Source: an optimization exercise on an open RTL-to-GDS flow (aim: small area, a short achievable clock period and few clock cycles per item). Production flows keep margins and buffers that such runs may drop. Where RTL was checked, it was by simulation tests only, not by an equivalence proof against the original. Power figures rest on the tool's default switching activity, not on a simulated workload.

## image_moments_by_projections
module image_moments_by_projections #(
  parameter int unsigned MAX_WIDTH  = DEF_MAX_WIDTH,
  parameter int unsigned MAX_HEIGHT = DEF_MAX_HEIGHT,
  parameter int unsigned PIXEL_BITS = DEF_PIXEL_BITS
) (
  input  logic                     clk_i,
  input  logic                     rst_ni,
  input  logic                     start,
  output logic                     busy,
  input  logic [PIX_PORT_BITS-1:0] pixel_i,
  input  logic                     cfg_we_i,
  input  logic [CFG_IDX_BITS-1:0]  cfg_idx_i,
  input  logic [CFG_BITS-1:0]      cfg_wdata_i,
  output logic                     valid_o,
  output logic [W_M00-1:0]         m00_o,
  output logic [W_M1-1:0]          m10_o,
  output logic [W_M1-1:0]          m01_o,
  output logic [W_M2-1:0]          m20_o,
  output logic [W_M11-1:0]         m11_o,
  output logic [W_M2-1:0]          m02_o,
  output logic [W_M3-1:0]          m30_o,
  ...
Size: about 6,500 cells after synthesis, ~1,200 flip-flops, ~490 I/O pins.
export LEC_CHECK = 0
export CAP_MARGIN = 20
export CORE_MARGIN = 2
export CORE_UTILIZATION = 70
export CTS_BUF_LIST = sky130_fd_sc_hd__clkbuf_8
export CTS_CLUSTER_DIAMETER = 50
export CTS_CLUSTER_SIZE = 16
export PLACE_DENSITY = 0.8
export SETUP_SLACK_MARGIN = 5
export SLEW_MARGIN = 20
create_clock -name core_clock -period 10.0 [get_ports {clk_i}]
standard.sh (not shown) runs the stock make flow with config.mk's settings and CLKGATE_MAP_FILE= SYNTH_SCRIPT=/design/flow/synth_recipe.tcl, a recipe that flattens the netlist after the stock synthesis.
==> flow/flow/run.sh <==
#!/bin/bash
# Standard layout (the standard.sh, all steps), with plain buffers
# (buf_1) on the ports instead of the delay buffers buffer_ports picks by
# default. The full make output is kept in standard.log.
set -euo pipefail
export BUFFER_PORTS_ARGS="-buffer_cell sky130_fd_sc_hd__buf_1"
bash standard.sh finish > standard.log 2>&1
Then changed:
--- a/flow/design.v
+++ b/flow/design.v
@@ -341,18 +341,16 @@
   logic        e1_q, e2_q, e3_q;    
   logic        qfl_q;
   logic        b1_n, b2_n, b3_n;
   logic [46:0] q0_q;
   logic [46:0] q1_q;
   logic [45:0] q2_q;
   logic [9:0]  y_q, y_n;
   logic [9:0]  ys_q;                
-  logic [3:0]  c_q;                 
-  logic        e1b_q, b1b_n;        
   logic [9:0]  a2_q, a3_q, a2_n, a3_n;
   logic [10:0] t2, t3;
   logic [5:0]  steps_n;
   logic        act, last_step;
   assign load      = s2_rl;
   assign act       = (rem_q != 6'd0);
   assign last_step = (rem_q == 6'd1);
   assign vfire     = fw_q && !cpend;
@@ -362,17 +360,16 @@
     for (int i = 0; i < 10; i++) if (y[i]) nsteps = 6'(3 * (i + 1));
   endfunction
   assign steps_n = nsteps(y_n);
   always_comb begin
     if (load)     rem_d = steps_n;
     else if (act) rem_d = rem_q - 6'd1;
     else          rem_d = rem_q;
   end
-  assign b1b_n = load ? y_n[0] : (c_q < 4'd9 ? y_q[c_q + 4'd1] : 1'b0);
   always_comb begin
     if (load) begin
       b1_n = y_n[0];
       b2_n = y_n[0];
       b3_n = y_n[0];
       t2   = '0;
       t3   = '0;
       a2_n = y_n[0] ? {1'b0, y_n[9:1]} : 10'd0;
@@ -389,61 +386,57 @@
   end
   always_ff @(posedge clk_i or negedge rst_ni) begin
     if (!rst_ni) begin
       rem_q   <= '0;
       valid_o <= 1'b0;
       bclr_q  <= 1'b1;
       fw_q    <= 1'b0;
       e1_q    <= 1'b0;
-      e1b_q   <= 1'b0;
       e2_q    <= 1'b0;
       e3_q    <= 1'b0;
     end else begin
       rem_q   <= rem_d;
       fw_q    <= (fw_q && !vfire) || (last_step && qfl_q);
       valid_o <= vfire;
       bclr_q  <= vfire;
       e1_q    <= (load || rem_q > 6'd1) && b1_n;
-      e1b_q   <= (load || rem_q > 6'd1) && b1b_n;
       e2_q    <= (load || rem_q > 6'd1) && b2_n;
       e3_q    <= (load || rem_q > 6'd1) && b3_n;
     end
   end
   always_ff @(posedge clk_i) begin
     a2_q <= a2_n;
     a3_q <= a3_n;
     if (load) begin
       y_q   <= y_n;
       ys_q  <= {1'b0, y_n[9:1]};
-      c_q   <= 4'd0;
       q0_q  <= 47'(r0_n);
       q1_q  <= 47'(r1_n);
       q2_q  <= 46'(r2_n);
       qfl_q <= s2_fl;
     end else begin
       q0_q  <= {q0_q[45:0], 1'b0};
       q1_q  <= {q1_q[45:0], 1'b0};
       q2_q  <= {q2_q[44:0], 1'b0};
       ys_q  <= {1'b0, ys_q[9:1]};
-      c_q   <= (c_q == 4'd15) ? c_q : c_q + 4'd1;
     end
   end
   logic [W_M1-1:0]  b01_q;
   logic [W_M2-1:0]  b02_q;
   logic [W_M3-1:0]  b03_q;
   logic [W_M11-1:0] b11_q;
   logic [W_M3-1:0]  b12_q;
   logic [W_M3-1:0]  b21_q;
   imbp_dca #(.W(W_M1),  .K(CKE)) u_b01 (.clk_i, .clr(bclr_q), .op(e1_q ? W_M1'(q0_q)  : '0), .s_q(b01_q), .cp(cp_b01));
   imbp_dca #(.W(W_M2),  .K(CKE)) u_b02 (.clk_i, .clr(bclr_q), .op(e2_q ? W_M2'(q0_q)  : '0), .s_q(b02_q), .cp(cp_b02));
   imbp_dca #(.W(W_M3),  .K(CKE)) u_b03 (.clk_i, .clr(bclr_q), .op(e3_q ? W_M3'(q0_q)  : '0), .s_q(b03_q), .cp(cp_b03));
   imbp_dca #(.W(W_M11), .K(CKE)) u_b11 (.clk_i, .clr(bclr_q), .op(e1_q ? W_M11'(q1_q) : '0), .s_q(b11_q), .cp(cp_b11));
   imbp_dca #(.W(W_M3),  .K(CKE)) u_b12 (.clk_i, .clr(bclr_q), .op(e2_q ? W_M3'(q1_q)  : '0), .s_q(b12_q), .cp(cp_b12));
-  imbp_dca #(.W(W_M3),  .K(CKE)) u_b21 (.clk_i, .clr(bclr_q), .op(e1b_q ? W_M3'(q2_q) : '0), .s_q(b21_q), .cp(cp_b21));
+  imbp_dca #(.W(W_M3),  .K(CKE)) u_b21 (.clk_i, .clr(bclr_q), .op(e1_q ? W_M3'(q2_q)  : '0), .s_q(b21_q), .cp(cp_b21));
   logic inf_base, gt4, gt0, busy_acc, busy_noacc, busy_d;
   assign inf_base   = s0_rl || s1_rl;
   assign gt4        = load ? (!s2_y0 && y_q != 10'd0) : (rem_q > 6'd5);
   assign gt0        = load || rem_q > 6'd1 || (fw_q && !vfire) || (last_step && qfl_q);
   assign busy_acc   = (rl_after && (rl_now || inf_base || gt4)) ||
                       (ff_after && (rl_now || inf_base || gt0));
   assign busy_noacc = (rl_now && (inf_base || gt4)) ||
                       (ff_now && (inf_base || gt0));
The changed run went through all stages and came out clean.
Power rose by 0.56%.
Non-clock buffer count is lower by 4.
Cell area drops by 1.1%.
Area after synthesis goes down by 0.91%.
Clock-buffer cell count decreases by 27.
Core utilization drops by 0.53 points.
Register-to-register slack loses 110 ps.
Testbench counts after the change, summed over its fixed seeds: cycles 39,979, pixels 39,465.
The RTL of the first run of this note was laid out without a check of its function.

==> separate check: timing with driven ports <==
Ports are ideal in the flow. The routed layouts listed here were re-timed in OpenROAD. Step 1 assumes that a clkbuf_16 drives the clock port and a buf_2 every other input. Step 2 adds t to the input delays and takes it off the output delays; t is the mean of the earliest and latest rising clock arrival at the registers after step 1. Input paths then give back, and output paths get back, about the clock's delay inside the block. Three values: ideal, step 1, step 2; two values: the first two.
| run | t (ns) | setup WS [ns] | hold slack, ns | worst setup path at the end | slew at the worst register clock pin (ns) |
|---|---|---|---|---|---|
| the first run | 0.895 | 6.331 / 6.272 / 6.331 | 0.334 / 0.334 / 0.334 | register to register | 0.10 / 0.10 |
| the second run | 0.875 | 6.219 / 6.162 / 6.205 | 0.343 / 0.343 / 0.343 | input to register | 0.10 / 0.10 |
After both steps every run listed still meets setup and hold. The setup slack of the second run, which loses most, moves by -0.057 ns with the drivers and by -0.014 ns with both steps.
